This design comes from an exercise in tuning for a short achievable clock period and few clock cycles per item on the open sky130 flow, not from production work. At most, simulation tests tie the RTL to the original design; equivalence was not proved. Only the layout flow was run in runs 1 to 4; the RTL was not checked for function there. Power and IR drop assume default switching activity.

--- flow/constraint.sdc ---
create_clock -name core_clock -period 5.0 [get_ports {clk}]
set_input_delay 1.0000 -clock core_clock [delete_from_list [all_inputs] [get_ports {clk}]]
set_output_delay 1.0000 -clock core_clock [all_outputs]
set_load 0.01 [all_outputs]
--- flow/config.mk ---
export PLATFORM = sky130hd
export DESIGN_NAME = cpu16_backend
export DESIGN_NICKNAME = cpu16_backend
export VERILOG_FILES = /design/flow/design.v
export SDC_FILE = /design/flow/constraint.sdc
export NUM_CORES = 4
export LEC_CHECK = 0
export ABC_CLOCK_PERIOD_IN_PS = 1000
export CAP_MARGIN = 20
export CORE_MARGIN = 2
export CORE_UTILIZATION = 30
export CTS_CLUSTER_DIAMETER = 80
export CTS_CLUSTER_SIZE = 30
export PLACE_DENSITY = 0.5
export SETUP_SLACK_MARGIN = 3.2
export SLEW_MARGIN = 20
export TNS_END_PERCENT = 100
--- flow/design.v ---
package cpu16_pkg;
    localparam int WORD_W   = 16;
    localparam int NUM_REGS = 8;
    localparam int REGVAL_W = NUM_REGS * WORD_W;
    localparam int RETIRE_W = 16 + 1 + WORD_W;
    localparam int CAP      = 5;
endpackage
`timescale 1ns/100ps
`timescale 1ns/100ps
import cpu16_pkg::*;
module add8
(
    input  logic [7:0] a,
    input  logic [7:0] b,
    input  logic       ci,
    output logic [7:0] s,
    output logic       co
);
    logic [7:0] p;
    logic [7:0] g0, p0, g1, p1, g2, p2, g3;
    assign p = a ^ b;
    always_comb begin
        g0 = a & b;
        g0[0] = (a[0] & b[0]) | (p[0] & ci);
        p0 = p;
        for (int i = 0; i < 8; i++) begin
            g1[i] = (i >= 1) ? (g0[i] | (p0[i] & g0[i-1])) : g0[i];
            p1[i] = (i >= 1) ? (p0[i] & p0[i-1]) : p0[i];
        end
        for (int i = 0; i < 8; i++) begin
            g2[i] = (i >= 2) ? (g1[i] | (p1[i] & g1[i-2])) : g1[i];
            p2[i] = (i >= 2) ? (p1[i] & p1[i-2]) : p1[i];
        end
        for (int i = 0; i < 8; i++) begin
            g3[i] = (i >= 4) ? (g2[i] | (p2[i] & g2[i-4])) : g2[i];
        end
    end
    assign s  = p ^ {g3[6:0], ci};
    assign co = g3[7];
endmodule
module alu_lo
(
    input  logic [7:0]  op,
    input  logic [7:0]  a,
    input  logic [7:0]  b,
    input  logic [7:0]  imm,
    output logic [7:0]  res,
    output logic        carry,
    output logic [7:0]  spill,
    output logic        ldhit
);
    logic [7:0]  add_s, sub_s;
    logic        add_c, sub_c;
    logic [15:0] shl16;
    logic [4:0]  lo4;
    logic [15:0] ld;
    add8 u_add (.a(a), .b(b),  .ci(1'b0), .s(add_s), .co(add_c));
    add8 u_sub (.a(a), .b(~b), .ci(1'b1), .s(sub_s), .co(sub_c));
    assign shl16 = {8'h00, a} << b[3:0];
    assign carry = op[1] ? sub_c : add_c;
    assign spill = shl16[15:8];
    assign lo4   = {1'b0, a[3:0]} + {1'b0, imm[3:0]};
    assign ldhit = (a[7:4] == 4'h0 && !imm[4] && !lo4[4])
                || (a[7:4] == 4'hf && (imm[4] ^ lo4[4]))
                || (a[7:4] == 4'he && imm[4] && lo4[4]);
    data_mem u_mem (
        .addr  ({ldhit ? 4'h0 : 4'hf, lo4[3:0]}),
        .rdata (ld)
    );
    assign res = ({8{op[0]}} & add_s)
               | ({8{op[1]}} & sub_s)
               | ({8{op[2]}} & (a & b))
               | ({8{op[3]}} & (a | b))
               | ({8{op[4]}} & (a ^ b))
               | ({8{op[5]}} & shl16[7:0])
               | ({8{op[6]}} & imm)
               | ({8{op[7]}} & ld[7:0]);
endmodule
module alu_hi
(
    input  logic [7:0]  op,
    input  logic [7:0]  a,
    input  logic [7:0]  b,
    input  logic [3:0]  sh,
    input  logic        carry,
    input  logic [7:0]  spill,
    input  logic        ldhit,
    output logic [7:0]  res
);
    logic [7:0] add_s, sub_s;
    logic       add_c, sub_c;
    logic [7:0] shl8;
    add8 u_add (.a(a), .b(b),  .ci(carry), .s(add_s), .co(add_c));
    add8 u_sub (.a(a), .b(~b), .ci(carry), .s(sub_s), .co(sub_c));
    assign shl8 = (a << sh) | spill;
    assign res = ({8{op[0]}} & add_s)
               | ({8{op[1]}} & sub_s)
               | ({8{op[2]}} & (a & b))
               | ({8{op[3]}} & (a | b))
               | ({8{op[4]}} & (a ^ b))
               | ({8{op[5]}} & shl8)
               | ({8{op[7] & ldhit}} & 8'h10);
endmodule
`timescale 1ns/100ps
module data_mem
(
    input  logic [7:0]  addr,
    output logic [15:0] rdata
);
    logic hit;
    assign hit   = (addr[7:4] == 4'h0);
    assign rdata = hit ? {8'h10, addr[3:0], addr[3:0]} : 16'h0000;
endmodule
`timescale 1ns/100ps
`timescale 1ns/100ps
import cpu16_pkg::*;
module cpu16_backend
(
    input  logic    clk,
    input  logic    reset,
    input  logic    in_valid,
    output logic    in_ready,
    input  logic [15:0] in_instr,
    output logic    retire_valid,
    input  logic    retire_ready,
    output logic [32:0]  retire,
    output logic [REGVAL_W-1:0] regval
);
    logic        rdy;
    logic        accept;
    logic [3:0]  op;
    logic [2:0]  rs1;
    logic [2:0]  rs2;
    logic [7:0]  op1h;
    assign in_ready = rdy;
    assign accept   = in_valid && rdy;
    assign op       = in_instr[15:12];
    assign rs1      = in_instr[7:5];
    assign rs2      = in_instr[4:2];
    always_comb begin
        op1h = '0;
        if (!op[3])
            op1h[op[2:0]] = 1'b1;
    end
    logic [15:0] sr [0:NUM_REGS-1];
    logic        e1_v;
    logic [15:0] e1_instr;
    logic [7:0]  e1_op;
    logic [7:0]  e1_alo;
    logic [7:0]  e1_blo;
    logic [7:0]  e1_ahi;
    logic [7:0]  e1_bhi;
    logic        e1_fa;
    logic        e1_fb;
    logic [7:0]  lo_res;
    logic        lo_carry;
    logic [7:0]  lo_spill;
    logic        lo_ldhit;
    logic        e2_v;
    logic [15:0] e2_instr;
    logic [7:0]  e2_op;
    logic [7:0]  e2_lo;
    logic [7:0]  e2_ahi;
    logic [7:0]  e2_bhi;
    logic [3:0]  e2_sh;
    logic        e2_carry;
    logic [7:0]  e2_spill;
    logic        e2_ldhit;
    logic [7:0]  hi_res;
    logic        e3_v;
    logic [15:0] e3_instr;
    logic [15:0] e3_res;
    logic        e1_wb;
    logic        e2_wb;
    logic        e3_wb;
    logic        m1a, m1b, m2a, m2b, m3a, m3b;
    assign e1_wb = e1_v && !e1_instr[15];
    assign e2_wb = e2_v && !e2_instr[15];
    assign e3_wb = e3_v && !e3_instr[15];
    assign m1a = e1_wb && (e1_instr[10:8] == rs1);
    assign m1b = e1_wb && (e1_instr[10:8] == rs2);
    assign m2a = e2_wb && (e2_instr[10:8] == rs1);
    assign m2b = e2_wb && (e2_instr[10:8] == rs2);
    assign m3a = e3_wb && (e3_instr[10:8] == rs1);
    assign m3b = e3_wb && (e3_instr[10:8] == rs2);
    alu_lo u_alu_lo (
        .op    (e1_op),
        .a     (e1_alo),
        .b     (e1_blo),
        .imm   (e1_instr[7:0]),
        .res   (lo_res),
        .carry (lo_carry),
        .spill (lo_spill),
        .ldhit (lo_ldhit)
    );
    alu_hi u_alu_hi (
        .op    (e2_op),
        .a     (e2_ahi),
        .b     (e2_bhi),
        .sh    (e2_sh),
        .carry (e2_carry),
        .spill (e2_spill),
        .ldhit (e2_ldhit),
        .res   (hi_res)
    );
    logic [15:0] old_a;
    logic [15:0] old_b;
    assign old_a = m3a ? e3_res : sr[rs1];
    assign old_b = m3b ? e3_res : sr[rs2];
    always_ff @(posedge clk) begin
        e1_instr <= in_instr;
        e1_op    <= op1h;
        e1_alo   <= m1a ? lo_res : m2a ? e2_lo : old_a[7:0];
        e1_blo   <= m1b ? lo_res : m2b ? e2_lo : old_b[7:0];
        e1_ahi   <= m2a ? hi_res : old_a[15:8];
        e1_bhi   <= m2b ? hi_res : old_b[15:8];
        e1_fa    <= m1a;
        e1_fb    <= m1b;
        e2_instr <= e1_instr;
        e2_op    <= e1_op;
        e2_lo    <= lo_res;
        e2_ahi   <= e1_fa ? hi_res : e1_ahi;
        e2_bhi   <= e1_fb ? hi_res : e1_bhi;
        e2_sh    <= e1_blo[3:0];
        e2_carry <= lo_carry;
        e2_spill <= lo_spill;
        e2_ldhit <= lo_ldhit;
        e3_instr <= e2_instr;
        e3_res   <= {hi_res, e2_lo};
    end
    always_ff @(posedge clk) begin
        if (reset) begin
            for (int i = 0; i < NUM_REGS; i++)
                sr[i] <= '0;
        end else if (e3_wb) begin
            sr[e3_instr[10:8]] <= e3_res;
        end
    end
    logic [15:0]  q_instr [0:CAP-1];
    logic         q_wr    [0:CAP-1];
    logic [15:0]  q_res   [0:CAP-1];
    logic [CAP-1:0] qv_r;
    logic [CAP:0] qv;
    logic         pop;
    logic         push;
    logic         keep0;
    logic [15:0]  h_instr;
    logic         h_wr;
    logic [15:0]  h_res;
    logic         h_v;
    logic [15:0]  vr [0:NUM_REGS-1];
    logic [NUM_REGS-1:0] vr_we;
    logic [2:0]   n_old;
    logic         room1;
    logic         room2;
    assign qv      = {1'b0, qv_r};
    assign pop     = qv[0] && retire_ready;
    assign push    = e3_v;
    assign keep0   = qv[0] && !retire_ready;
    assign h_v     = qv[1] || push;
    assign h_instr = qv[1] ? q_instr[1] : e3_instr;
    assign h_wr    = qv[1] ? q_wr[1]    : !e3_instr[15];
    assign h_res   = qv[1] ? q_res[1]   : e3_res;
    always_ff @(posedge clk) begin
        for (int k = 1; k < CAP; k++) begin
            if (!(qv[k] && !pop)) begin
                if (k + 1 < CAP && qv[k+1]) begin
                    q_instr[k] <= q_instr[k+1];
                    q_wr[k]    <= q_wr[k+1];
                    q_res[k]   <= q_res[k+1];
                end else begin
                    q_instr[k] <= e3_instr;
                    q_wr[k]    <= !e3_instr[15];
                    q_res[k]   <= e3_res;
                end
            end
        end
    end
    always_ff @(posedge clk) begin
        q_instr[0] <= ({16{keep0}} & q_instr[0]) | ({16{!keep0}} & h_instr);
        q_wr[0]    <= (keep0 & q_wr[0]) | (!keep0 & h_wr);
        q_res[0]   <= ({16{keep0}} & q_res[0]) | ({16{!keep0}} & h_res);
    end
    always_comb begin
        for (int i = 0; i < NUM_REGS; i++)
            vr_we[i] = !keep0 && h_v && h_wr && h_instr[10:8] == 3'(i);
    end
    always_ff @(posedge clk) begin
        for (int i = 0; i < NUM_REGS; i++) begin
            if (reset)
                vr[i] <= '0;
            else
                vr[i] <= ({16{!vr_we[i]}} & vr[i]) | ({16{vr_we[i]}} & h_res);
        end
    end
    assign n_old = {2'b00, e1_v} + {2'b00, e2_v} + {2'b00, e3_v}
                 + {2'b00, qv[0]} + {2'b00, qv[1]} + {2'b00, qv[2]} + {2'b00, qv[3]} + {2'b00, qv[4]};
    assign room1 = n_old <= 3'(CAP - 1);
    assign room2 = n_old <= 3'(CAP - 2);
    always_ff @(posedge clk) begin
        if (reset) begin
            e1_v <= 1'b0;
            e2_v <= 1'b0;
            e3_v <= 1'b0;
            qv_r <= '0;
            rdy  <= 1'b1;
        end else begin
            e1_v <= accept;
            e2_v <= e1_v;
            e3_v <= e2_v;
            for (int k = 0; k < CAP; k++) begin
                if (pop)
                    qv_r[k] <= qv[k+1] || (push && qv[k]);
                else
                    qv_r[k] <= qv[k] || (push && (k == 0 || qv[k-1]));
            end
            rdy  <= accept ? (pop ? room1 : room2) : (pop ? 1'b1 : room1);
        end
    end
    assign retire_valid = qv[0];
    assign retire       = {q_instr[0], q_wr[0], q_res[0]};
    always_comb begin
        for (int i = 0; i < NUM_REGS; i++)
            regval[i*WORD_W +: WORD_W] = vr[i];
    end
endmodule
--- flow/run.sh ---
#!/bin/bash
# synth_recipe.tcl (not shown) runs the flow's synth.tcl, then flattens the netlist and writes it again
# the make line also repeats each setting of config.mk as NAME=value (left out here)
make -C /OpenROAD-flow-scripts/flow DESIGN_CONFIG=/design/flow/config.mk WORK_HOME=/design/flow/orfs CLKGATE_MAP_FILE= SYNTH_SCRIPT=/design/flow/synth_recipe.tcl finish
==> results.json, run 1 <==
{
  "core-area_um2": 84900,
  "clock_skew_ps": 48.1,
  "setup_viol": 0,
  "grt_max_degree": 80,
  "hold_viol": 0,
  "avgSynthCellArea_um2": 12.2,
  "cts_made_buffers": 34,
  "worst_setup_path_start_kind": "flop",
  "outcome": "timing/DRC/antenna clean",
  "start_util_pct": 30.2,
  "cellPowerDensity_nw_per_um2": 303,
  "synthArstFlopShare_pct": 0,
  "final_common_cell": "edfxtp_1",
  "dp_cells": 3308,
  "fin_nets": 2535,
  "synth_top_family_by_area": "multiplexers",
  "setup_tns_ps": 0,
  "syn_inst": 2099,
  "nFillCells": 7872,
  "gp_congestion": 0.847,
  "finalPower_uw": 10600,
  "required_ps": 5500,
  "grt_antenna_before_repair": 2,
  "dp_slack_ps": 1120,
  "clockRootBuffer": "clkbuf_16",
  "clkSinkCount": 581,
  "drt_iter0_drc": 1238,
  "grt_usage_pct": 18.4,
  "leakagePower_uw": 0.0134,
  "insertion_delay_ps": 620,
  "slew_headroom_pct": 35.4,
  "drv_cap": 0,
  "grt_pass1_wl_um": 120000,
  "synth_edf_count": 293,
  "hp-class": "flop to flop",
  "cp_data_arrival_time_ps": 3660,
  "period_share_pct": 63.3,
  "grt_overflow": 0,
  "drt-vias-per-instance": 5.14,
  "peakVddDrop_mv": 0.315,
  "die_h_um": 296,
  "num_vias": 18586,
  "hold_buffers": 0,
  "fin_hold_ws_ps": 334,
  "ant_nets": 0,
  "synthSimpleGateAreaFrac_pct": 9.75,
  "wire_per_inst_um": 23.4,
  "port_buffers": 182,
  "layout_common_cells": "edfxtp_1 (293), buf_6 (184), buf_4 (147)",
  "dr.pass1.iters": 5,
  "path_max_fanout": 2,
  "die-area_um2": 87700,
  "synthFlopType": "edfxtp_1",
  "num_rows": 107,
  "synth_adder_area_share_pct": 3.60,
  "tritoncts": "built",
  "grt_pass1_vias": 18240,
  "routed_wl_um": 84500,
  "cts.clk_slew.worst_paths_ps": 100,
  "slew_viol_final": 0,
  "critPathCaptureType": "flop",
  "synth.area.mux_share_pct": 14.1,
  "hpwlAfterDp_um": 50100,
  "fp.dieW_um": 296,
  "setup_ws_ps": 1840,
  "ys_types": 73,
  "drive_gt1_share_pct": 49.2,
  "synth_seq_area_share_pct": 56.9,
  "grt_setup_unrepaired": "yes",
  "fmax_ghz": 0.316,
  "synth-compound-area-share_pct": 10.6,
  "ys_seq_elements": 581,
  "clockBufferDepth": 3,
  "synth_nets": 2186,
  "crit_type": "flop to flop",
  "drc": 0,
  "fin_crit_ps": 3160,
  "syn_area_um2": 25600,
  "worstMarginPinSlew_ps": 969,
  "area_delta_synth_final_pct": 37.1,
  "htreeDepth": 2,
  "synthXorXnorAreaFrac_pct": 1.09,
  "ios": 183,
  "yosys_warnings": 7,
  "layoutNonFillerInstCount": 3619
}
## timing repair
action	in CTS	in global routing
endpoints found under the hold margin	0	0
pin swaps	94	156
setup buffers	136	73
setup endpoints to repair	808	492
gates resized for setup	1248	259
gates cloned	29	10
## cell usage after synthesis (14+ instances only)
cell type | n | share of area [%]
nand2b_1 | 22 | 0.54
mux4_2 | 68 | 6.0
and2_1 | 130 | 3.2
o211ai_1 | 20 | 0.59
mux2i_1 | 72 | 2.8
a21oi_1 | 67 | 1.3
dfxtp_1 | 288 | 23
inv_1 | 99 | 1.5
buf_2 | 39 | 0.76
edfxtp_1 | 293 | 34
clkbuf_1 | 107 | 1.6
xnor2_1 | 14 | 0.48
mux2_2 | 115 | 5.1
xor2_1 | 18 | 0.62
a211oi_1 | 157 | 4.6
o21ai_0 | 65 | 1.3
nor2_1 | 190 | 2.8
ha_1 | 56 | 2.7
nand2_1 | 79 | 1.2
## cell type report
cell class                      instances  area (um^2)  share of cell area [%]
Tap cell                             1144         1430                    4.08
Sequential cell                       581        14800                    42.2
Multi-Input combinational cell       1274        12200                    34.8
Clock inverter                         26          329                   0.937
Antenna cell                            1         2.50                 0.00713
Inverter                              100          389                    1.11
Clock buffer                           36          858                    2.44
Timing Repair Buffer                  457         5060                    14.4
## path summary, 6_finish.rpt
path	from	end	slack, ps	depth (start not counted)
max	qv_r[0]	rdy	1840	11
min	e1_instr[11]	e2_instr[11]	330	0
max reg2reg	qv_r[0]	rdy	1840	11
min reg2reg	e1_instr[11]	e2_instr[11]	330	0
## critical path, cell delays in order, from the launching register on
cell     delay [ps]
dfxtp_4         370
inv_4            30
fa_1            560
fa_1            430
fa_1            490
inv_1            40
ha_2            160
inv_2            50
fa_1            400
a32oi_1         160
a31oi_1          50
or3_1           300
## cell families after synthesis
logic type	count (synthesis)
flip-flops	581
buffers and inverters	255
AO/OA/AOI/OAI	404
XOR/XNOR	32
AND/OR/NAND/NOR	501
multiplexers	259
adder cells (fa/ha/maj)	67
## per-stage QoR
step           utilization (%)  instance area, um^2
2_1_floorplan                -                26400
3_5_place_dp              34.2                29000
6_report                  41.4                35100
3_3_place_gp              34.2                29000
4_1_cts                   39.3                33300
5_1_grt                   41.4                35100
## metal layers
| metal | share of wire [%] | GRT usage (%) | wire length (um) |
|---|---|---|---|
| met2 | 50 | 31.6 | 41900 |
| met4 | 3.3 | 5.26 | 2790 |
| met1 | 43 | 24.3 | 36200 |
| met3 | 4.2 | 2.07 | 3580 |
| met5 | 0 | 0 | 0 |
## where the power goes
part | internal (uW) | switching (uW)
logic | 797 | 992
clock network | 1390 | 1860
registers | 5310 | 280
==> run 2, diff against run 1 <==
--- a/flow/config.mk
+++ b/flow/config.mk
@@ -10,6 +10,4 @@
 export CORE_MARGIN = 2
 export CORE_UTILIZATION = 30
-export CTS_CLUSTER_DIAMETER = 80
-export CTS_CLUSTER_SIZE = 30
 export PLACE_DENSITY = 0.5
 export SETUP_SLACK_MARGIN = 3.2
==> run 2 against run 1 <==
Net effect: sequential power hardly changed; synthesized cell count stayed put; via count is 0.25% higher; clock power is 52% higher; critical path type unchanged.
==> results.json, run 2 <==
{
  "outcome": "timing/DRC/antenna clean",
  "whs_path_depth": 0,
  "ios": 183,
  "final_util_pct": 42.0,
  "period_share_pct": 63.5,
  "hpwlAfterDp_um": 50100,
  "critPathCaptureType": "flop",
  "syn_inst": 2099,
  "setup_viol": 0,
  "grt_overflow": 0,
  "worst_setup_path_start_kind": "flop",
  "reg2reg_to": "rdy",
  "die_h_um": 296,
  "busiest_layer": "met2",
  "dr.pass1.iters": 5,
  "cts_made_buffers": 66,
  "synth_most_common_cell": "edfxtp_1",
  "fin_crit_ps": 3170,
  "drc": 0,
  "wire_per_inst_um": 22.9,
  "synth_seq_area_share_pct": 56.9,
  "nFillCells": 7804,
  "setup_ws_ps": 1830,
  "fp.dieW_um": 296,
  "clkSinkCount": 581,
  "yosys_warnings": 7,
  "fin_nets": 2547,
  "hp-class": "flop to flop",
  "grt_max_degree": 80,
  "peakVddDrop_mv": 0.198,
  "area_delta_synth_final_pct": 39.0,
  "grtUsageMet3_pct": 2.70,
  "fin_hold_ws_ps": 324,
  "avgSynthCellArea_um2": 12.2,
  "cellPowerDensity_nw_per_um2": 344,
  "port_buffers": 182,
  "finalPower_uw": 12200,
  "num_vias": 18632,
  "crit_type": "flop to flop",
  "synth_top_area_share_pct": 34.3,
  "core-area_um2": 84900,
  "routed_wl_um": 83800,
  "layout_common_cells": "edfxtp_1 (293), buf_6 (179), buf_4 (154)",
  "grt_pass1_vias": 18900,
  "leakagePower_uw": 0.0137,
  "drt-vias-per-instance": 5.09,
  "grt_setup_unrepaired": "yes",
  "hold_buffers": 0,
  "clock_skew_ps": 34.4,
  "ant_nets": 0,
  "slew_headroom_pct": 46.7,
  "hold_viol": 0,
  "clockRootBuffer": "clkbuf_16",
  "holdPathEnd": "e3_instr[3]",
  "synth_nets": 2186,
  "start_util_pct": 30.2,
  "num_rows": 107,
  "required_ps": 5500,
  "setup_tns_ps": 0,
  "insertion_delay_ps": 630,
  "grt_usage_pct": 18.7,
  "htreeDepth": 3,
  "tritoncts": "built",
  "die-area_um2": 87700,
  "clockBufferDepth": 3,
  "drv_cap": 0,
  "path_max_fanout": 2,
  "dp_slack_ps": 1120,
  "grt_pass1_wl_um": 122000,
  "synthArstFlopShare_pct": 0,
  "synth_area_leader_cell": "edfxtp_1",
  "synth.area.top_cells": "edfxtp_1 (34%), dfxtp_1 (23%), mux4_2 (6.0%), mux2_2 (5.1%), a211oi_1 (4.6%)",
  "gr-usage-met2_pct": 31.8,
  "syn_area_um2": 25600,
  "ys_seq_elements": 581,
  "drive_gt1_share_pct": 47.7,
  "use_met1_pct": 23.9,
  "fmax_ghz": 0.315,
  "slew_viol_final": 0,
  "gp_congestion": 0.847,
  "cp_data_arrival_time_ps": 3670,
  "ff2ff_setup_slack_ps": 1830,
  "final_common_cell": "edfxtp_1",
  "drt_iter0_drc": 1110,
  "ys_types": 73,
  "cts.clk_slew.worst_paths_ps": 60,
  "grt_antenna_before_repair": 3,
  "synthFlopType": "edfxtp_1",
  "worstMarginPinSlew_ps": 799,
  "ys_top_cells_by_count": "edfxtp_1 (293), dfxtp_1 (288), nor2_1 (190)",
  "r2r_start": "qv_r[0]",
  "synth_edf_count": 293,
  "min_from": "e2_instr[3]",
  "reg2regPathDepth": 11
}
run 2: cell counts after synthesis:
No cell type changed its count.
run 2: timing repair:
action,in CTS,in global routing
gates resized for setup,1319,128
endpoints found under the hold margin,0,0
buffers inserted,143,56
setup endpoints to repair,807,528
gates cloned,26,3
pin swaps,92,97
run 2: report_power, final:
part | internal (uW) | switching [uW]
combinational | 756 | 948
clock | 2880 | 2050
sequential | 5330 | 273
run 2: how the worst max path moves through the flow:
stage / from / end / cells past startpoint
2_1_floorplan: qv_r[0] / rdy / 11
3_3_place_gp: in_instr[4] / e1_blo[7] / 8
3_5_place_dp: in_instr[4] / e1_blo[7] / 8
4_1_cts: qv_r[0] / rdy / 11
5_1_grt: qv_r[0] / rdy / 11
6_report: qv_r[0] / rdy / 11
run 2: final cells by class:
type,count,area (um^2),area share (%)
well taps,1144,1430,4.02
flip-flops and latches,581,14800,41.6
diodes,2,5.00,0.0141
inverters,100,395,1.11
repair buffers,437,4710,13.2
multi-input cells,1274,12100,33.8
clock buffers,90,1800,5.07
clock inverters,30,382,1.07
run 2: per-stage QoR:
stage	cells	area [um^2]
2_1_floorplan	2099	26400
3_3_place_gp	3308	29000
3_5_place_dp	3308	29000
4_1_cts	3597	34600
5_1_grt	3657	35600
6_report	3658	35600
run 2: logic make-up after synthesis:
kind of cell | synth area share, %
AO/OA/AOI/OAI | 10.6
XOR/XNOR | 1.09
adder cells (fa/ha/maj) | 3.60
buffers and inverters | 4.02
flip-flops | 56.9
multiplexers | 14.1
AND/OR/NAND/NOR | 9.75
run 2: layer usage:
| metal | up-vias | wire length [um] | share of wire (%) |
|---|---|---|---|
| met5 | - | 0 | 0 |
| met4 | 0 | 2880 | 3.4 |
| met3 | 137 | 3930 | 4.7 |
| met2 | 530 | 41400 | 49 |
| met1 | 9548 | 35600 | 43 |
| li1 | 8417 | - | - |
run 2: worst max-delay path, stage by stage, from the launching register on:
cell     delay, ps
dfxtp_4        360
inv_4           40
fa_1           560
fa_1           430
fa_1           500
inv_1           40
ha_2           160
inv_2           50
fa_1           400
a32oi_1        160
a31oi_1         50
or3_1          310
==> run 3, diff against run 2 <==
--- a/flow/design.v
+++ b/flow/design.v
@@ -251,7 +251,4 @@
     logic [15:0]  vr [0:NUM_REGS-1];
     logic [NUM_REGS-1:0] vr_we;
-    logic [2:0]   n_old;
-    logic         room1;
-    logic         room2;
     assign qv      = {1'b0, qv_r};
     assign pop     = qv[0] && retire_ready;
@@ -294,8 +291,9 @@
         end
     end
-    assign n_old = {2'b00, e1_v} + {2'b00, e2_v} + {2'b00, e3_v}
-                 + {2'b00, qv[0]} + {2'b00, qv[1]} + {2'b00, qv[2]} + {2'b00, qv[3]} + {2'b00, qv[4]};
-    assign room1 = n_old <= 3'(CAP - 1);
-    assign room2 = n_old <= 3'(CAP - 2);
+    logic [CAP-1:0] fl;
+    logic [CAP:0]   fl_up;
+    logic [CAP:0]   fl_dn;
+    assign fl_up = {fl, 1'b1};
+    assign fl_dn = {1'b0, 1'b0, fl[CAP-1:1]};
     always_ff @(posedge clk) begin
         if (reset) begin
@@ -304,4 +302,5 @@
             e3_v <= 1'b0;
             qv_r <= '0;
+            fl   <= '0;
             rdy  <= 1'b1;
         end else begin
@@ -315,5 +314,13 @@
                     qv_r[k] <= qv[k] || (push && (k == 0 || qv[k-1]));
             end
-            rdy  <= accept ? (pop ? room1 : room2) : (pop ? 1'b1 : room1);
+            if (accept && !pop) begin
+                fl  <= fl_up[CAP-1:0];
+                rdy <= !fl[CAP-2];
+            end else if (pop && !accept) begin
+                fl  <= fl_dn[CAP-1:0];
+                rdy <= 1'b1;
+            end else begin
+                rdy <= !fl[CAP-1];
+            end
         end
     end
==> run 3 against run 2 <==
Net effect: still clean on timing, DRC and antenna; via count up 1.1%; wire length up 1.4%; register-to-register slack better by 610 ps.
==> results.json, run 3 <==
{
  "drc": 0,
  "fp.dieW_um": 296,
  "setup_ws_ps": 2440,
  "ios": 183,
  "port_buffers": 182,
  "hold_viol": 0,
  "critPathTopFamily": "compound AO/OA/AOI/OAI gates",
  "hold_buffers": 0,
  "die_h_um": 296,
  "grt_usage_pct": 18.8,
  "critPathBufInv": 1,
  "grt_max_degree": 97,
  "multi_input_area_um2": 12200,
  "routed_wl_um": 85000,
  "htreeDepth": 3,
  "grt_overflow": 0,
  "dp_slack_ps": 1470,
  "outcome": "timing/DRC/antenna clean",
  "worstMarginPinSlew_ps": 920,
  "synth_seq_area_share_pct": 57.2,
  "ys_top_cells_by_count": "dfxtp_1 (293), edfxtp_1 (293), nor2_1 (198)",
  "nFillCells": 7733,
  "hp-class": "flop to flop",
  "synthSimpleGateAreaFrac_pct": 9.95,
  "register_area_um2": 14900,
  "grt_pass1_vias": 18696,
  "synth_edf_count": 293,
  "cp_data_arrival_time_ps": 3040,
  "drt-vias-per-instance": 5.07,
  "layout_common_cells": "edfxtp_1 (293), buf_6 (207), nor2_1 (142), buf_4 (142), dfxtp_2 (133)",
  "setup_tns_ps": 0,
  "clockBufferDepth": 3,
  "clockRootBuffer": "clkbuf_16",
  "drt_iter0_drc": 1435,
  "fin_hold_ws_ps": 324,
  "leakagePower_uw": 0.0141,
  "synth_adder_area_share_pct": 3.33,
  "area_delta_synth_final_pct": 43.1,
  "synth_top_family_by_area": "multiplexers",
  "final_common_cell": "edfxtp_1",
  "synth.area.mux_share_pct": 13.8,
  "yosys_warnings": 7,
  "ant_nets": 0,
  "synth-compound-area-share_pct": 10.8,
  "synthArstFlopShare_pct": 0,
  "final_util_pct": 43.2,
  "cellPowerDensity_nw_per_um2": 337,
  "synth_nets": 2196,
  "avgSynthCellArea_um2": 12.1,
  "slowest_stage": "a2111oi_4",
  "setup_viol": 0,
  "synth.area.top_cells": "edfxtp_1 (34%), dfxtp_1 (23%), mux4_2 (6.1%), mux2_2 (4.7%), a211oi_1 (4.2%)",
  "met2_length_um": 41000,
  "hpwlAfterDp_um": 50500,
  "grt_antenna_before_repair": 5,
  "cts.clk_slew.worst_paths_ps": 60,
  "num_vias": 18828,
  "synth_top_area_share_pct": 34.3,
  "slew_viol_final": 0,
  "finalPower_uw": 12400,
  "grt_setup_unrepaired": "yes",
  "fin_nets": 2596,
  "cts_made_buffers": 67,
  "tritoncts": "built",
  "drive_gt1_share_pct": 49.8,
  "insertion_delay_ps": 630,
  "required_ps": 5480,
  "wirelength_met1_um": 35900,
  "worst_setup_path_start_kind": "flop",
  "period_share_pct": 51.2,
  "fin_crit_ps": 2560,
  "fmax_ghz": 0.390,
  "core-area_um2": 84900,
  "peakVddDrop_mv": 0.237,
  "num_rows": 107,
  "critPathCaptureType": "flop",
  "ys_types": 72,
  "clkSinkCount": 586,
  "critical_path.cell_chain": "inv_4 > ha_4 > fa_2 > o21ba_4 > or4_1 > o211ai_1 > xnor2_1 > a2111oi_4 > a21oi_1",
  "ys_seq_elements": 586,
  "clock_skew_ps": 33.1,
  "drv_cap": 0,
  "synth_area_leader_cell": "edfxtp_1",
  "syn_inst": 2112,
  "syn_area_um2": 25600,
  "path_max_fanout": 3,
  "dr.max_layer_used": "met5",
  "wl_met3_um": 4860,
  "die-area_um2": 87700,
  "synthXorXnorAreaFrac_pct": 1.03,
  "synthFlopType": "edfxtp_1",
  "wire_per_inst_um": 22.9,
  "gp_congestion": 0.844,
  "grt_pass1_wl_um": 122000,
  "dr.pass1.iters": 6,
  "crit_path_max_incr_delay_ps": 440,
  "crit_type": "flop to flop",
  "slew_headroom_pct": 38.7,
  "start_util_pct": 30.2,
  "ff2ff_setup_slack_ps": 2440
}
run 3: changes by cell type after synthesis, sizes merged, moves of 6 or more:
cell	delta
a21oi	+12
clkbuf	+12
a211oi	-11
nand2	+11
buf	-10
mux2	-10
nor2	+7
o211ai	+6
o22ai	-6
run 3: worst register-to-register path, delay by kind of cell (launching register included):
family	cells	cell delay [ps]
AOI/OAI and AO/OA	4	910
xor gates and xnor gates	1	140
adders and majority gates	2	530
buffers and inverters	1	50
DFF	1	400
and+or+nand+nor	1	400
run 3: power by group:
part           leakage, uW  total, uW  switching, uW  internal (uW)
Clock              0.00110       4930           2070           2860
Sequential         0.00566       5660            296           5370
Combinational      0.00738       1770            949            823
Total               0.0141      12400           3320           9050
run 3: cells by family (layout without fill, tap and decap cells):
logic type	after synthesis	count (layout)
buffers and inverters	254	696
and+or+nand+nor	521	533
DFF	586	586
muxes	251	251
xor gates and xnor gates	30	30
other	0	1
adders and majority gates	64	64
AOI/OAI and AO/OA	406	406
run 3: worst paths after layout:
kind / end / cells past startpoint / startpoint
max: e1_blo[6] / 9 / e1_alo[0]
min: e3_instr[1] / 0 / e2_instr[1]
max reg2reg: e1_blo[6] / 9 / e1_alo[0]
min reg2reg: e3_instr[1] / 0 / e2_instr[1]
run 3: area by class of cell:
type / count / share of cell area (%)
sequential: 586 / 40.7
multi-input combinational: 1284 / 33.2
timing repair buffer: 476 / 15.1
clock buffer: 91 / 5.18
tap: 1144 / 3.90
inverter: 97 / 1.09
clock inverter: 32 / 0.846
antenna: 1 / 0.00682
run 3: stage by stage:
stage	area, um^2	std cells
after detailed placement	29300	3316
after global routing	36700	3710
after floorplan	26800	2112
after CTS	35400	3645
after global placement	29200	3316
final	36700	3711
run 3: what timing repair did:
action / CTS / global route
endpoints found under the setup margin: 827 / 503
gates cloned: 33 / 4
setup buffers: 173 / 61
resized for setup: 1326 / 170
pin swaps: 130 / 82
run 3: metal layers:
metal | track usage (%) | vias to the layer above
met5 | 0 | -
met4 | 7.91 | 2
met3 | 3.56 | 151
met2 | 31.2 | 536
met1 | 23.8 | 9592
li1 | - | 8547
==> run 4, diff against run 3 <==
==> flow/flow/run.sh (new file) <==
#!/bin/bash
# The standard layout, except that synthesis leaves adders to ABC instead of
# mapping them onto the library's half- and full-adder cells.
set -euo pipefail
bash standard.sh ADDER_MAP_FILE= finish > flow.log 2>&1
==> flow/standard.sh (new file) <==
#!/bin/bash
# synth_recipe.tcl (not shown) runs the flow's synth.tcl, then flattens the netlist and writes it again
# the make line also repeats each setting of config.mk as NAME=value (left out here)
make -C /OpenROAD-flow-scripts/flow DESIGN_CONFIG=/design/flow/config.mk WORK_HOME=/design/flow/orfs CLKGATE_MAP_FILE= SYNTH_SCRIPT=/design/flow/synth_recipe.tcl "${@:-finish}"
removed: flow/run.sh
==> run 4 against run 3 <==
Net effect: maximum frequency rose by 13%; largest cell class unchanged; critical path depth fell by 1; still clean; combinational power rose by 8%; clock power fell by 4.1%; wire length rose by 0.94%; cell count rose by 0.75%; worst setup slack improved by 300 ps; synthesized area fell by 1.2%.
==> results.json, run 4 <==
{
  "insertion_delay_ps": 620,
  "drc": 0,
  "synthFlopType": "edfxtp_1",
  "setup_tns_ps": 0,
  "path_max_fanout": 5,
  "avgSynthCellArea_um2": 11.9,
  "required_ps": 5470,
  "clock_skew_ps": 33.4,
  "die-area_um2": 86700,
  "hpwlAfterDp_um": 48600,
  "r2r_start": "e2_ahi[0]",
  "grt_overflow": 0,
  "slew_viol_final": 0,
  "fmax_ghz": 0.441,
  "crit_type": "flop to flop",
  "holdPathEnd": "e3_instr[1]",
  "final_common_cell": "edfxtp_1",
  "ys_types": 74,
  "ff2ff_setup_slack_ps": 2730,
  "cp_data_arrival_time_ps": 2730,
  "routed_wl_um": 85800,
  "cellPowerDensity_nw_per_um2": 331,
  "grt_max_degree": 89,
  "htreeDepth": 3,
  "area_delta_synth_final_pct": 47.7,
  "ant_nets": 0,
  "grt_setup_unrepaired": "yes",
  "place_area_um2": 28700,
  "fin_nets": 2625,
  "drt_iter0_drc": 1421,
  "syn_area_um2": 25300,
  "wire_per_inst_um": 22.9,
  "drt-vias-per-instance": 5.14,
  "synth_top_family_by_area": "multiplexers",
  "port_buffers": 182,
  "num_rows": 106,
  "clkSinkCount": 586,
  "whs_path_depth": 0,
  "die_h_um": 294,
  "cts.clk_slew.worst_paths_ps": 60,
  "synthArstFlopShare_pct": 0,
  "hold_buffers": 0,
  "synth_edf_count": 293,
  "reg2regPathDepth": 8,
  "synth_seq_area_share_pct": 58.0,
  "cts_made_buffers": 67,
  "ios": 183,
  "tritoncts": "built",
  "hold_viol": 0,
  "critPathCaptureType": "flop",
  "yosys_warnings": 7,
  "dr.pass1.iters": 5,
  "fin_area_um2": 37400,
  "drive_gt1_share_pct": 52.4,
  "clockBufferDepth": 3,
  "leakagePower_uw": 0.0142,
  "reg2reg_to": "e2_bhi[7]",
  "grt_pass1_vias": 19302,
  "finalPower_uw": 12400,
  "drv_cap": 0,
  "synth_top_area_share_pct": 34.8,
  "synth_adder_area_share_pct": 0.494,
  "worstMarginPinSlew_ps": 980,
  "layoutNonFillerInstCount": 3739,
  "core-area_um2": 83600,
  "grt_antenna_before_repair": 3,
  "dp_cells": 3265,
  "outcome": "timing/DRC/antenna clean",
  "num_vias": 19235,
  "synth_area_leader_cell": "edfxtp_1",
  "synth.area.top_cells": "edfxtp_1 (35%), dfxtp_1 (23%), mux4_2 (5.9%), mux2_2 (5.3%), a211oi_1 (4.2%)",
  "synthXorXnorAreaFrac_pct": 2.00,
  "grt_usage_pct": 19.0,
  "ys_seq_elements": 586,
  "hp-class": "flop to flop",
  "min_from": "e2_instr[1]",
  "gp_congestion": 0.843,
  "synthSimpleGateAreaFrac_pct": 11.2,
  "setup_viol": 0,
  "peakVddDrop_mv": 0.191,
  "synth.area.mux_share_pct": 14.5,
  "synth_nets": 2145,
  "worst_setup_path_start_kind": "flop",
  "clockRootBuffer": "clkbuf_16",
  "fp.dieW_um": 294,
  "grt_pass1_wl_um": 124000,
  "start_util_pct": 30.3,
  "fin_crit_ps": 2270,
  "fin_hold_ws_ps": 316,
  "layout_common_cells": "edfxtp_1 (293), buf_6 (221), buf_4 (195)",
  "syn_inst": 2125,
  "period_share_pct": 45.3,
  "diodes": 0,
  "ys_top_cells_by_count": "dfxtp_1 (293), edfxtp_1 (293), nor2_1 (219)",
  "slew_headroom_pct": 34.7,
  "synth-compound-area-share_pct": 10.5
}
==> run 4: kinds of logic after synthesis <==
family                     count (synthesis)
and+or+nand+nor                          580
adders and majority gates                 12
DFF                                      586
AOI/OAI and AO/OA                        402
xor gates and xnor gates                  57
muxes                                    269
buffers and inverters                    219
==> run 4: power breakdown <==
group          switching, uW  internal [uW]
Sequential               352           5380
Combinational            999            913
Clock                   2030           2700
Total                   3380           8990
==> run 4: worst max path at each step <==
stage,start,end,slack [ps],cells after the start
3_3_place_gp,in_instr[4],e1_blo[5],1340,9
3_5_place_dp,retire_ready,flop,1260,6
6_report,e2_ahi[0],e2_bhi[7],2730,8
2_1_floorplan,in_instr[2],e1_blo[7],2530,9
5_1_grt,e2_ahi[0],e2_bhi[7],2670,8
4_1_cts,e2_ahi[0],e2_bhi[7],2680,8
==> run 4: metrics by stage <==
stage / util [%] / setup slack, ps
detailed placement: 34.3 / 1260
global route: 44.7 / 2670
floorplan: - / 2530
finish: 44.7 / 2730
CTS: 42.5 / 2680
global placement: 34.3 / 1340
==> run 4: layer usage <==
layer | part of all wire (%) | vias to the layer above | track usage (%)
met5 | 0 | - | 0
met4 | 2.4 | 0 | 5.14
met3 | 5.5 | 130 | 3.04
met2 | 50 | 611 | 32.7
met1 | 43 | 9733 | 24.6
li1 | - | 8761 | -
==> run 4: layout make-up <==
cell class	count	area, um^2
inverter	56	221
clock inverter	26	249
sequential	586	15000
fill	7520	46200
tap	1080	1350
multi-input combinational	1324	12100
timing repair buffer	570	6610
clock buffer	97	1870
==> run 4: timing repair <==
action | 4_1_cts | 5_1_grt
setup endpoints to repair | 811 | 510
buffers inserted | 230 | 76
hold endpoints to repair | 0 | 0
pin swaps | 125 | 111
cloned | 36 | 9
gates resized for setup | 1383 | 266
==> run 4: worst max-delay path: stages, from the launching register on <==
cell	delay, ps
dfxtp_4	360
maj3_4	200
o21ai_4	70
a2111oi_4	470
nor4_1	90
or4_4	550
nor4_4	160
buf_6	170
a21oi_2	60
==> run 5, diff against run 4 <==
--- a/flow/design.v
+++ b/flow/design.v
@@ -143,5 +143,5 @@
             op1h[op[2:0]] = 1'b1;
     end
-    logic [15:0] sr [0:NUM_REGS-1];
+    logic [NUM_REGS-1:0][15:0] sr;
     logic        e1_v;
     logic [15:0] e1_instr;
@@ -237,7 +237,7 @@
         end
     end
-    logic [15:0]  q_instr [0:CAP-1];
-    logic         q_wr    [0:CAP-1];
-    logic [15:0]  q_res   [0:CAP-1];
+    logic [CAP-1:0][15:0] q_instr;
+    logic [CAP-1:0]       q_wr;
+    logic [CAP-1:0][15:0] q_res;
     logic [CAP-1:0] qv_r;
     logic [CAP:0] qv;
@@ -249,5 +249,5 @@
     logic [15:0]  h_res;
     logic         h_v;
-    logic [15:0]  vr [0:NUM_REGS-1];
+    logic [NUM_REGS-1:0][15:0] vr;
     logic [NUM_REGS-1:0] vr_we;
     assign qv      = {1'b0, qv_r};
@@ -275,7 +275,9 @@
     end
     always_ff @(posedge clk) begin
-        q_instr[0] <= ({16{keep0}} & q_instr[0]) | ({16{!keep0}} & h_instr);
-        q_wr[0]    <= (keep0 & q_wr[0]) | (!keep0 & h_wr);
-        q_res[0]   <= ({16{keep0}} & q_res[0]) | ({16{!keep0}} & h_res);
+        if (!keep0) begin
+            q_instr[0] <= h_instr;
+            q_wr[0]    <= h_wr;
+            q_res[0]   <= h_res;
+        end
     end
     always_comb begin
@@ -287,6 +289,6 @@
             if (reset)
                 vr[i] <= '0;
-            else
-                vr[i] <= ({16{!vr_we[i]}} & vr[i]) | ({16{vr_we[i]}} & h_res);
+            else if (vr_we[i])
+                vr[i] <= h_res;
         end
     end
--- a/flow/config.mk
+++ b/flow/config.mk
@@ -6,5 +6,5 @@
 export NUM_CORES = 4
 export LEC_CHECK = 0
-export ABC_CLOCK_PERIOD_IN_PS = 1000
+export ABC_CLOCK_PERIOD_IN_PS = 600
 export CAP_MARGIN = 20
 export CORE_MARGIN = 2
==> run 5 against run 4 <==
Net effect: combinational power shrank 64%; first-iteration DRC count shrank 7.0%; design area shrank 1.7%; worst setup slack lost 28 ps; sequential power shrank 11%; hold slack gained 7.7 ps; synthesized cell count grew 17%; synthesized area grew 0.62%; clock power grew 4.7%; critical endpoint is now e1_blo[4]; highest routed layer unchanged.
==> results.json, run 5 <==
{
  "synthFlopType": "dfxtp_1",
  "peakVddDrop_mv": 0.236,
  "fin_area_um2": 36700,
  "drv_cap": 0,
  "grt_max_degree": 137,
  "fin_crit_ps": 2290,
  "num_vias": 20728,
  "outcome": "timing/DRC/antenna clean",
  "drt-vias-per-instance": 5.15,
  "combPwrFrac_pct": 6.5,
  "cts_made_buffers": 66,
  "drc": 0,
  "ff2ff_setup_slack_ps": 2710,
  "synth_edf_count": 165,
  "synth_nets": 2502,
  "wire_per_inst_um": 22.2,
  "clkSinkCount": 586,
  "grt_pass1_vias": 20440,
  "switching_share_pct": 23.5,
  "cp-startpoint": "e1_alo[4]",
  "grt_antenna_before_repair": 1,
  "cellPowerDensity_nw_per_um2": 292,
  "reg.largest.list": "sr x128, vr x128",
  "ys_seq_elements": 586,
  "final_common_cell": "nor2_1",
  "cts.clk_slew.worst_paths_ps": 60,
  "fin_hold_ws_ps": 324,
  "reg2reg_to": "e1_blo[4]",
  "slew_headroom_pct": 43.8,
  "htreeDepth": 3,
  "core-area_um2": 83800,
  "synth.area.top_cells": "dfxtp_1 (33%), edfxtp_1 (19%), mux4_2 (5.9%), mux2_2 (4.9%), a21oi_1 (4.7%)",
  "place_area_um2": 28500,
  "worstMarginPinSlew_ps": 843,
  "clkPwrFrac_pct": 46.1,
  "grt_usage_pct": 19.4,
  "hold_viol": 0,
  "leakagePower_uw": 0.0135,
  "grt_pass1_wl_um": 129000,
  "syn_area_um2": 25500,
  "path_max_fanout": 5,
  "period_share_pct": 45.9,
  "avgSynthCellArea_um2": 10.3,
  "crit_type": "flop to flop",
  "layout_common_cells": "nor2_1 (271), nand2_1 (261), dfxtp_1 (246)",
  "synthArstFlopShare_pct": 0,
  "gp_congestion": 0.856,
  "ys_types": 74,
  "num_rows": 106,
  "drt_iter0_drc": 1322,
  "syn_inst": 2482,
  "setup_viol": 0,
  "r2r_start": "e1_alo[4]",
  "reg2regPathDepth": 9,
  "slew_viol_final": 0,
  "grt_setup_unrepaired": "yes",
  "die_h_um": 295,
  "routed_wl_um": 89300,
  "clockRootBuffer": "clkbuf_16",
  "synth_top_area_share_pct": 33.1,
  "synth_seq_area_share_pct": 52.6,
  "ant_nets": 0,
  "grt_overflow": 0,
  "ys_top_cells_by_count": "dfxtp_1 (421), nor2_1 (319), nand2_1 (275)",
  "tritoncts": "built",
  "seqPwrFrac_pct": 47.5,
  "yosys_warnings": 6,
  "area_delta_synth_final_pct": 44.2,
  "required_ps": 5540,
  "setup_tns_ps": 0,
  "finalPower_uw": 10700,
  "ios": 183,
  "clockBufferDepth": 3,
  "synth_most_common_cell": "dfxtp_1",
  "synth_area_leader_cell": "dfxtp_1",
  "fmax_ghz": 0.436,
  "critPathCaptureType": "flop",
  "worst_setup_path_start_kind": "flop",
  "start_util_pct": 30.4,
  "hp-class": "flop to flop",
  "netSwitchingPower_uw": 2520,
  "p_int_uw": 8220,
  "fin_nets": 2855,
  "clock_skew_ps": 36.2,
  "drive_gt1_share_pct": 45.6,
  "cp_data_arrival_time_ps": 2840,
  "dr.pass1.iters": 5,
  "insertion_delay_ps": 610,
  "worst_setup_path_endpoint": "e1_blo[4]",
  "hpwlAfterDp_um": 50700,
  "die-area_um2": 87200,
  "fp.dieW_um": 295,
  "port_buffers": 182
}
## run 5: kinds of logic (layout without fill, tap and decap cells)
logic type,Yosys count,count (layout),share of synthesized area (%)
AO/OA/AOI/OAI,557,557,14.0
XOR/XNOR,56,56,1.93
adder cells (fa/ha/maj),12,12,0.482
buffers and inverters,294,696,5.00
flip-flops,586,586,52.6
multiplexers,263,263,14.2
other,0,3,0
AND/OR/NAND/NOR,714,717,11.8
## run 5: worst min path at each step
stage,cells past startpoint,end,from,slack (ps)
floorplan,0,e2_instr[11],e1_instr[11],310
global placement,0,e2_instr[11],e1_instr[11],310
detailed placement,0,e3_instr[1],e2_instr[1],310
CTS,0,e3_instr[0],e2_instr[0],330
global route,0,e3_instr[1],e2_instr[1],330
finish,0,e3_instr[0],e2_instr[0],320
## run 5: timing repair
action,in CTS,in global routing
gates resized for setup,1403,202
buffers inserted,180,68
gates cloned,37,8
setup endpoints to repair,688,422
pin swaps,149,98
hold buffers,0,0
## run 5: metrics by stage
step | utilization, % | setup WS [ps] | cells
floorplan | - | 2620 | 2482
global placement | 34.0 | 1620 | 3608
detailed placement | 34.0 | 1510 | 3608
CTS | 42.0 | 2700 | 3945
global route | 43.8 | 2660 | 4021
finish | 43.8 | 2710 | 4024
## run 5: metal layers
metal / routed length [um] / track usage [%] / share of wire, %
met1: 35900 / 23.9 / 40
met2: 44700 / 34.0 / 50
met3: 5090 / 2.82 / 5.7
met4: 3630 / 8.04 / 4.1
met5: 0 / 0 / 0
## run 5: area by class of cell
type	instances	area [um^2]
diodes	3	7.51
clock buffers	90	1830
clock inverters	30	389
fillers	7700	47100
inverters	58	223
multi-input cells	1605	13100
flip-flops and latches	586	13700
well taps	1134	1420
repair buffers	518	6040
## run 5: power by group through the flow
stage                     registers [uW]  clock network (uW)  logic (uW)
after floorplan                     5130                   0         371
after global placement              5200                   0         471
after global routing                5110                5260         732
after CTS                           5090                5060         633
final                               5100                4950         696
after detailed placement            5210                   0         478
## run 5: critical path, cell delays in order, from the launching register on
cell      delay (ps)
dfxtp_4          380
buf_6            140
or4_4            490
nor2_4           110
or3_1            130
o211ai_1          90
buf_4            180
a211oi_4         260
a211o_1          280
o21a_1           160
Testbench counts of run 5, summed over its fixed seeds: cycles 3,232, instructions 3,200.
==> run 6, diff against run 5 <==
--- a/flow/config.mk
+++ b/flow/config.mk
@@ -6,5 +6,5 @@
 export NUM_CORES = 4
 export LEC_CHECK = 0
-export ABC_CLOCK_PERIOD_IN_PS = 600
+export ABC_CLOCK_PERIOD_IN_PS = 1000
 export CAP_MARGIN = 20
 export CORE_MARGIN = 2
==> run 6 against run 5 <==
Net effect: sequential power about the same; synthesized area unchanged; design area unchanged; critical path depth is the same; maximum frequency stayed put; wire length did not move; worst setup slack unchanged; utilization unchanged; power did not move; still clean; die area unchanged; clock power about the same.
==> results.json, run 6 <==
{
  "leakagePower_uw": 0.0135,
  "clock_skew_ps": 36.2,
  "hpwlAfterDp_um": 50700,
  "cts.clk_slew.worst_paths_ps": 60,
  "path_max_fanout": 5,
  "synthFlopType": "dfxtp_1",
  "start_util_pct": 30.4,
  "place_area_um2": 28500,
  "setup_tns_ps": 0,
  "fmax_ghz": 0.436,
  "critPathTopFamily": "compound AO/OA/AOI/OAI gates",
  "ys_types": 74,
  "syn_inst": 2482,
  "slew_viol_final": 0,
  "required_ps": 5540,
  "die_h_um": 295,
  "synth_nets": 2502,
  "worst_setup_path_start_kind": "flop",
  "period_share_pct": 45.9,
  "fin_crit_ps": 2290,
  "ys_top_cells_by_count": "dfxtp_1 (421), nor2_1 (319), nand2_1 (275)",
  "critical_path.cell_chain": "buf_6 > or4_4 > nor2_4 > or3_1 > o211ai_1 > buf_4 > a211oi_4 > a211o_1 > o21a_1",
  "fin_area_um2": 36700,
  "reg.largest.list": "sr x128, vr x128",
  "cp_data_arrival_time_ps": 2840,
  "num_rows": 106,
  "ios": 183,
  "layoutNonFillerInstCount": 4024,
  "synth_seq_area_share_pct": 52.6,
  "critPathBufInv": 2,
  "setup_ws_ps": 2710,
  "drive_gt1_share_pct": 45.6,
  "slowest_stage": "or4_4",
  "hold_buffers": 0,
  "drt-vias-per-instance": 5.15,
  "syn_area_um2": 25500,
  "wire_per_inst_um": 22.2,
  "final_common_cell": "nor2_1",
  "area_delta_synth_final_pct": 44.2,
  "grt_setup_unrepaired": "yes",
  "layout_common_cells": "nor2_1 (271), nand2_1 (261), dfxtp_1 (246)",
  "clockRootBuffer": "clkbuf_16",
  "port_buffers": 182,
  "clkSinkCount": 586,
  "htreeDepth": 3,
  "fp.dieW_um": 295,
  "grt_pass1_wl_um": 129000,
  "ys_seq_elements": 586,
  "synthArstFlopShare_pct": 0,
  "core-area_um2": 83800,
  "worstMarginPinSlew_ps": 843,
  "dp_slack_ps": 1510,
  "cellPowerDensity_nw_per_um2": 292,
  "drt_iter0_drc": 1322,
  "grt_pass1_vias": 20440,
  "critPathCaptureType": "flop",
  "dp_cells": 3608,
  "drv_cap": 0,
  "ant_nets": 0,
  "synth_area_leader_cell": "dfxtp_1",
  "grt_usage_pct": 19.4,
  "grt_antenna_before_repair": 1,
  "gp_congestion": 0.856,
  "synth_top_area_share_pct": 33.1,
  "crit_path_max_incr_delay_ps": 490,
  "hold_viol": 0,
  "die-area_um2": 87200,
  "synth_most_common_cell": "dfxtp_1",
  "grt_overflow": 0,
  "dr.pass1.iters": 5,
  "num_vias": 20728,
  "routed_wl_um": 89300,
  "hp-class": "flop to flop",
  "slew_headroom_pct": 43.8,
  "tritoncts": "built",
  "clockBufferDepth": 3,
  "yosys_warnings": 6,
  "crit_type": "flop to flop",
  "avgSynthCellArea_um2": 10.3,
  "insertion_delay_ps": 610,
  "fin_nets": 2855,
  "setup_viol": 0,
  "grt_max_degree": 137,
  "outcome": "timing/DRC/antenna clean",
  "synth.area.top_cells": "dfxtp_1 (33%), edfxtp_1 (19%), mux4_2 (5.9%), mux2_2 (4.9%), a21oi_1 (4.7%)",
  "drc": 0,
  "peakVddDrop_mv": 0.236,
  "cts_made_buffers": 66,
  "finalPower_uw": 10700,
  "synth_edf_count": 165
}
-- run 6: cell counts in the layout (fill, tap and decap cells not counted) --
No cell type changed its count.
-- run 6: final timing paths --
kind               startpoint  slack [ps]  cells after the start          end
hold / removal    e2_instr[0]         320                      0  e3_instr[0]
setup reg to reg    e1_alo[4]        2710                      9    e1_blo[4]
setup / recovery    e1_alo[4]        2710                      9    e1_blo[4]
hold reg to reg   e2_instr[0]         320                      0  e3_instr[0]
-- run 6: cell type report --
cell class                      count  area (um^2)
Fill cell                        7700        47100
Multi-Input combinational cell   1605        13100
Sequential cell                   586        13700
Clock buffer                       90         1830
Inverter                           58          223
Timing Repair Buffer              518         6040
Antenna cell                        3         7.51
Clock inverter                     30          389
Tap cell                         1134         1420
-- run 6: cell families after synthesis --
family,after synthesis,synth area share (%)
simple gates,714,11.8
fa+ha+maj,12,0.482
flops,586,52.6
buf+inv,294,5.00
compound gates,557,14.0
xor+xnor,56,1.93
mux,263,14.2
-- run 6: per-stage QoR --
stage	util (%)	hold WS (ps)
2_1_floorplan	-	310
3_3_place_gp	34.0	312
3_5_place_dp	34.0	312
4_1_cts	42.0	326
5_1_grt	43.8	327
6_report	43.8	324
-- run 6: timing repair --
| item | in CTS | in global routing |
|---|---|---|
| endpoints found under the hold margin | 0 | 0 |
| setup buffers | 180 | 68 |
| cloned | 37 | 8 |
| endpoints found under the setup margin | 688 | 422 |
| gates resized for setup | 1403 | 202 |
| pin swaps | 149 | 98 |
-- run 6: report_power, final --
part	internal, uW	switching [uW]	leakage, uW
clock	2920	2020	0.00108
combinational	317	379	0.00700
sequential	4980	117	0.00538
-- run 6: routing by layer --
metal	share of wire, %	vias to the layer above	track usage [%]
met4	4.1	0	8.04
met2	50	704	34.0
met1	40	10258	23.9
li1	-	9588	-
met5	0	-	0
met3	5.7	178	2.82
==> run 7, diff against run 6 <==
==> flow/flow/run.sh (replaced) <==
#!/bin/bash
# The standard layout, except that synthesis leaves adders to ABC instead of
# mapping them onto the library's half- and full-adder cells, and slow
# high-fan-in cells are kept out of the netlist.
set -euo pipefail
PLAT=$(sed -n '/^export DONT_USE_CELLS +=/,/[^\\]$/p' "$FLOW_HOME/platforms/sky130hd/config.mk" | sed -e 's/export DONT_USE_CELLS +=//' -e 's/\\//g' | tr -s ' \n' ' ')
SLOW="sky130_fd_sc_hd__or4* sky130_fd_sc_hd__nor4* sky130_fd_sc_hd__and4* sky130_fd_sc_hd__a2111* sky130_fd_sc_hd__o2111* sky130_fd_sc_hd__a311* sky130_fd_sc_hd__o311* sky130_fd_sc_hd__mux4* sky130_fd_sc_hd__a41* sky130_fd_sc_hd__o41*"
echo "DONT_USE_CELLS=$PLAT $SLOW" > dont_use.txt
bash standard.sh ADDER_MAP_FILE= "DONT_USE_CELLS=$PLAT $SLOW" finish > flow.log 2>&1
==> run 7 against run 6 <==
Net effect: utilization is 0.75 points lower; largest cell class unchanged; largest power group unchanged; clock-buffer cell count is 5 higher; still clean on timing, DRC and antenna; synthesized area is 1.0% higher; design area is 0.31% lower; sequential share of layout area is 0.12 points higher; global-route usage is 0.22 points lower; clock skew is 9.1 ps lower; critical path depth is 1 higher; register-to-register slack worse by 60 ps.
==> results.json, run 7 <==
{
  "outcome": "timing/DRC/antenna clean",
  "multi_input_area_um2": 13500,
  "fin_nets": 3005,
  "ys_seq_elements": 586,
  "path_max_fanout": 3,
  "ys_top_cells_by_count": "dfxtp_1 (421), nor2_1 (292), nand2_1 (290)",
  "setup_viol": 0,
  "worstMarginPinSlew_ps": 821,
  "hpwlAfterDp_um": 51400,
  "critPathBufInv": 3,
  "peakVddDrop_mv": 0.184,
  "ios": 183,
  "num_vias": 21735,
  "synthArstFlopShare_pct": 0,
  "fmax_ghz": 0.425,
  "setup_tns_ps": 0,
  "cts_made_buffers": 67,
  "diodes": 0,
  "fp.dieW_um": 297,
  "seqPwrFrac_pct": 45.4,
  "grt_setup_unrepaired": "yes",
  "worst-path-stages": 10,
  "register_area_um2": 13700,
  "hold_buffers": 0,
  "tritoncts": "built",
  "synth_seq_area_share_pct": 52.0,
  "clock_skew_ps": 27.1,
  "netSwitchingPower_uw": 3160,
  "slowest_stage": "dfxtp_4",
  "required_ps": 5480,
  "drt_iter0_drc": 1384,
  "clockRootBuffer": "clkbuf_16",
  "port_buffers": 182,
  "worst_setup_path_start_kind": "flop",
  "ant_nets": 0,
  "yosys_warnings": 6,
  "reg.largest.list": "sr x128, vr x128",
  "grt_usage_pct": 19.2,
  "cellPowerDensity_nw_per_um2": 325,
  "synth_top_area_share_pct": 32.8,
  "critical_path.cell_chain": "nand2b_4 > maj3_2 > a32o_2 > maj3_2 > buf_4 > xnor2_1 > a211oi_2 > buf_4 > buf_6 > mux2i_1",
  "grt_pass1_wl_um": 131000,
  "leakagePower_uw": 0.0138,
  "avgSynthCellArea_um2": 9.60,
  "cp_data_arrival_time_ps": 2840,
  "hp-class": "flop to flop",
  "slew_headroom_pct": 45.2,
  "grt_overflow": 0,
  "clkSinkCount": 586,
  "die_h_um": 297,
  "drive_gt1_share_pct": 41.6,
  "layout_common_cells": "nand2_1 (275), dfxtp_1 (248), a21oi_1 (240)",
  "synthFlopType": "dfxtp_1",
  "final_common_cell": "nand2_1",
  "cts.clk_slew.worst_paths_ps": 60,
  "grt_antenna_before_repair": 0,
  "combPwrFrac_pct": 12.8,
  "p_int_uw": 8730,
  "crit_type": "flop to flop",
  "grt_max_degree": 98,
  "slew_viol_final": 0,
  "wire_per_inst_um": 21.5,
  "htreeDepth": 3,
  "gp_congestion": 0.835,
  "clockBufferDepth": 3,
  "grt_pass1_vias": 20992,
  "start_util_pct": 30.3,
  "area_delta_synth_final_pct": 42.3,
  "fin_crit_ps": 2350,
  "reg2regPathDepth": 10,
  "dr.pass1.iters": 5,
  "drt-vias-per-instance": 5.20,
  "ys_types": 56,
  "synth_most_common_cell": "dfxtp_1",
  "whs_path_depth": 0,
  "synth.area.top_cells": "dfxtp_1 (33%), edfxtp_1 (19%), a211oi_1 (6.9%), mux2_2 (5.3%), a21oi_1 (5.1%)",
  "num_rows": 107,
  "syn_inst": 2678,
  "synth_area_leader_cell": "dfxtp_1",
  "critPathCaptureType": "flop",
  "period_share_pct": 47.1,
  "die-area_um2": 88100,
  "switching_share_pct": 26.6,
  "hold_viol": 0,
  "synth_edf_count": 165,
  "clkPwrFrac_pct": 41.8,
  "crit_path_max_incr_delay_ps": 370,
  "drv_cap": 0,
  "nFillCells": 7884,
  "critPathTopFamily": "adder cells",
  "synth_nets": 2698,
  "insertion_delay_ps": 620,
  "drc": 0,
  "core-area_um2": 85000,
  "routed_wl_um": 89900,
  "final_util_pct": 43.1,
  "syn_area_um2": 25700
}
## run 7: changes by cell type in the layout (fill, tap and decap cells not counted), moves of 14 or more
cell	change
a211oi_1	+71
mux4_2	-67
nor2b_1	+59
mux2i_1	+45
nor2_1	-33
o21ai_1	+27
a211oi_2	+25
nor2_4	+20
buf_6	-19
a21oi_1	+18
buf_4	+14
nand2_1	+14
nor2_2	-14
## run 7: stage by stage
stage          cells  hold slack, ps  area (um^2)  total power [uW]  setup WS, ps
6_report        4180             325        36600             11900          2650
5_1_grt         4180             334        36600             12300          2590
4_1_cts         4076             326        34600             11800          2640
3_5_place_dp    3783             312        28900              6590          1480
3_3_place_gp    3783             312        28900              6560          1480
2_1_floorplan   2678             310        27000              6210          2670
## run 7: area by class of cell
cell class	instances	area share, %
tap	1144	3.91
inverter	60	0.632
multi-input combinational	1778	36.8
timing repair buffer	492	15.1
clock buffer	95	5.34
sequential	586	37.4
clock inverter	25	0.820
## run 7: final timing paths
| kind | start | to | slack [ps] |
|---|---|---|---|
| max | e1_alo[0] | e1_alo[6] | 2650 |
| min reg2reg | e2_instr[11] | e3_instr[11] | 330 |
| max reg2reg | e1_alo[0] | e1_alo[6] | 2650 |
| min | e2_instr[11] | e3_instr[11] | 330 |
## run 7: kinds of logic after synthesis
| group | after synthesis | share of synthesized area (%) |
|---|---|---|
| AOI/OAI and AO/OA | 700 | 17.3 |
| xor gates and xnor gates | 56 | 1.91 |
| adders and majority gates | 11 | 0.448 |
| buffers and inverters | 319 | 5.25 |
| DFF | 586 | 52.0 |
| muxes | 252 | 10.4 |
| and+or+nand+nor | 754 | 12.6 |
## run 7: worst reg2reg max path, cell delays in order, from the launching register on
cell      delay, ps
dfxtp_4         370
nand2b_4        140
maj3_2          330
a32o_2          250
maj3_2          330
buf_4           140
xnor2_1         120
a211oi_2        200
buf_4           200
buf_6           110
mux2i_1          50
## run 7: layer usage
layer	vias to the layer above	global-route usage (%)	wire length [um]
met5	-	0	0
met4	0	8.63	4010
met3	178	3.18	4980
met2	722	32.6	43400
met1	10711	23.9	37500
li1	10124	-	-
## run 7: power groups by stage
stage | registers, uW | logic (uW) | clock network [uW]
finish | 5400 | 1520 | 4980
global route | 5420 | 1620 | 5300
CTS | 5400 | 1350 | 5090
detailed placement | 5520 | 1070 | 0
global placement | 5510 | 1060 | 0
floorplan | 5310 | 897 | 0
## run 7: what timing repair did
item                                    in CTS  in global routing
pin swaps                                  107                125
gates resized for setup                   1280                231
buffers inserted                           153                 94
cloned                                      20                 10
endpoints found under the setup margin     687                419

[afterwards: timing with drivers on the ports]
No port has a modelled driver above. Below, the same layouts with a new extraction and two added sets of constraints. Step 1 sets driving cells, clkbuf_16 on the clock port and buf_2 on the other inputs (assumed; they add their load-dependent delay and slew). Step 2 moves the port delays by t, midway between the first and last clock arrival at a register: inputs arrive t later, outputs are due t later. That takes back most of the time a late clock gives input paths. Three values: ideal ports, drivers, drivers and shift; two values: the first two.
run	t, ns	setup WS [ns]	hold slack, ns	latest minus earliest clock arrival (ns)	worst register clock-pin slew, ns
run 1	0.655	1.836 / 1.836 / 1.836	0.334 / 0.334 / 0.334	0.064 / 0.064	0.12 / 0.12
run 2	0.669	1.826 / 1.826 / 1.826	0.324 / 0.324 / 0.324	0.035 / 0.035	0.07 / 0.07
run 3	0.669	2.438 / 2.438 / 2.112	0.324 / 0.324 / 0.324	0.038 / 0.038	0.07 / 0.07
run 4	0.671	2.735 / 2.735 / 2.144	0.316 / 0.316 / 0.316	0.033 / 0.033	0.06 / 0.06
run 5	0.655	2.707 / 2.707 / 2.254	0.324 / 0.324 / 0.324	0.039 / 0.038	0.06 / 0.06
run 6	0.655	2.707 / 2.707 / 2.254	0.324 / 0.324 / 0.324	0.039 / 0.038	0.06 / 0.06
run 7	0.667	2.647 / 2.647 / 2.269	0.325 / 0.325 / 0.325	0.033 / 0.033	0.06 / 0.06
After both steps every run listed still meets setup and hold. For run 4, which loses most, drivers alone change the setup slack by 0.000 ns; drivers and shift together by -0.591 ns.
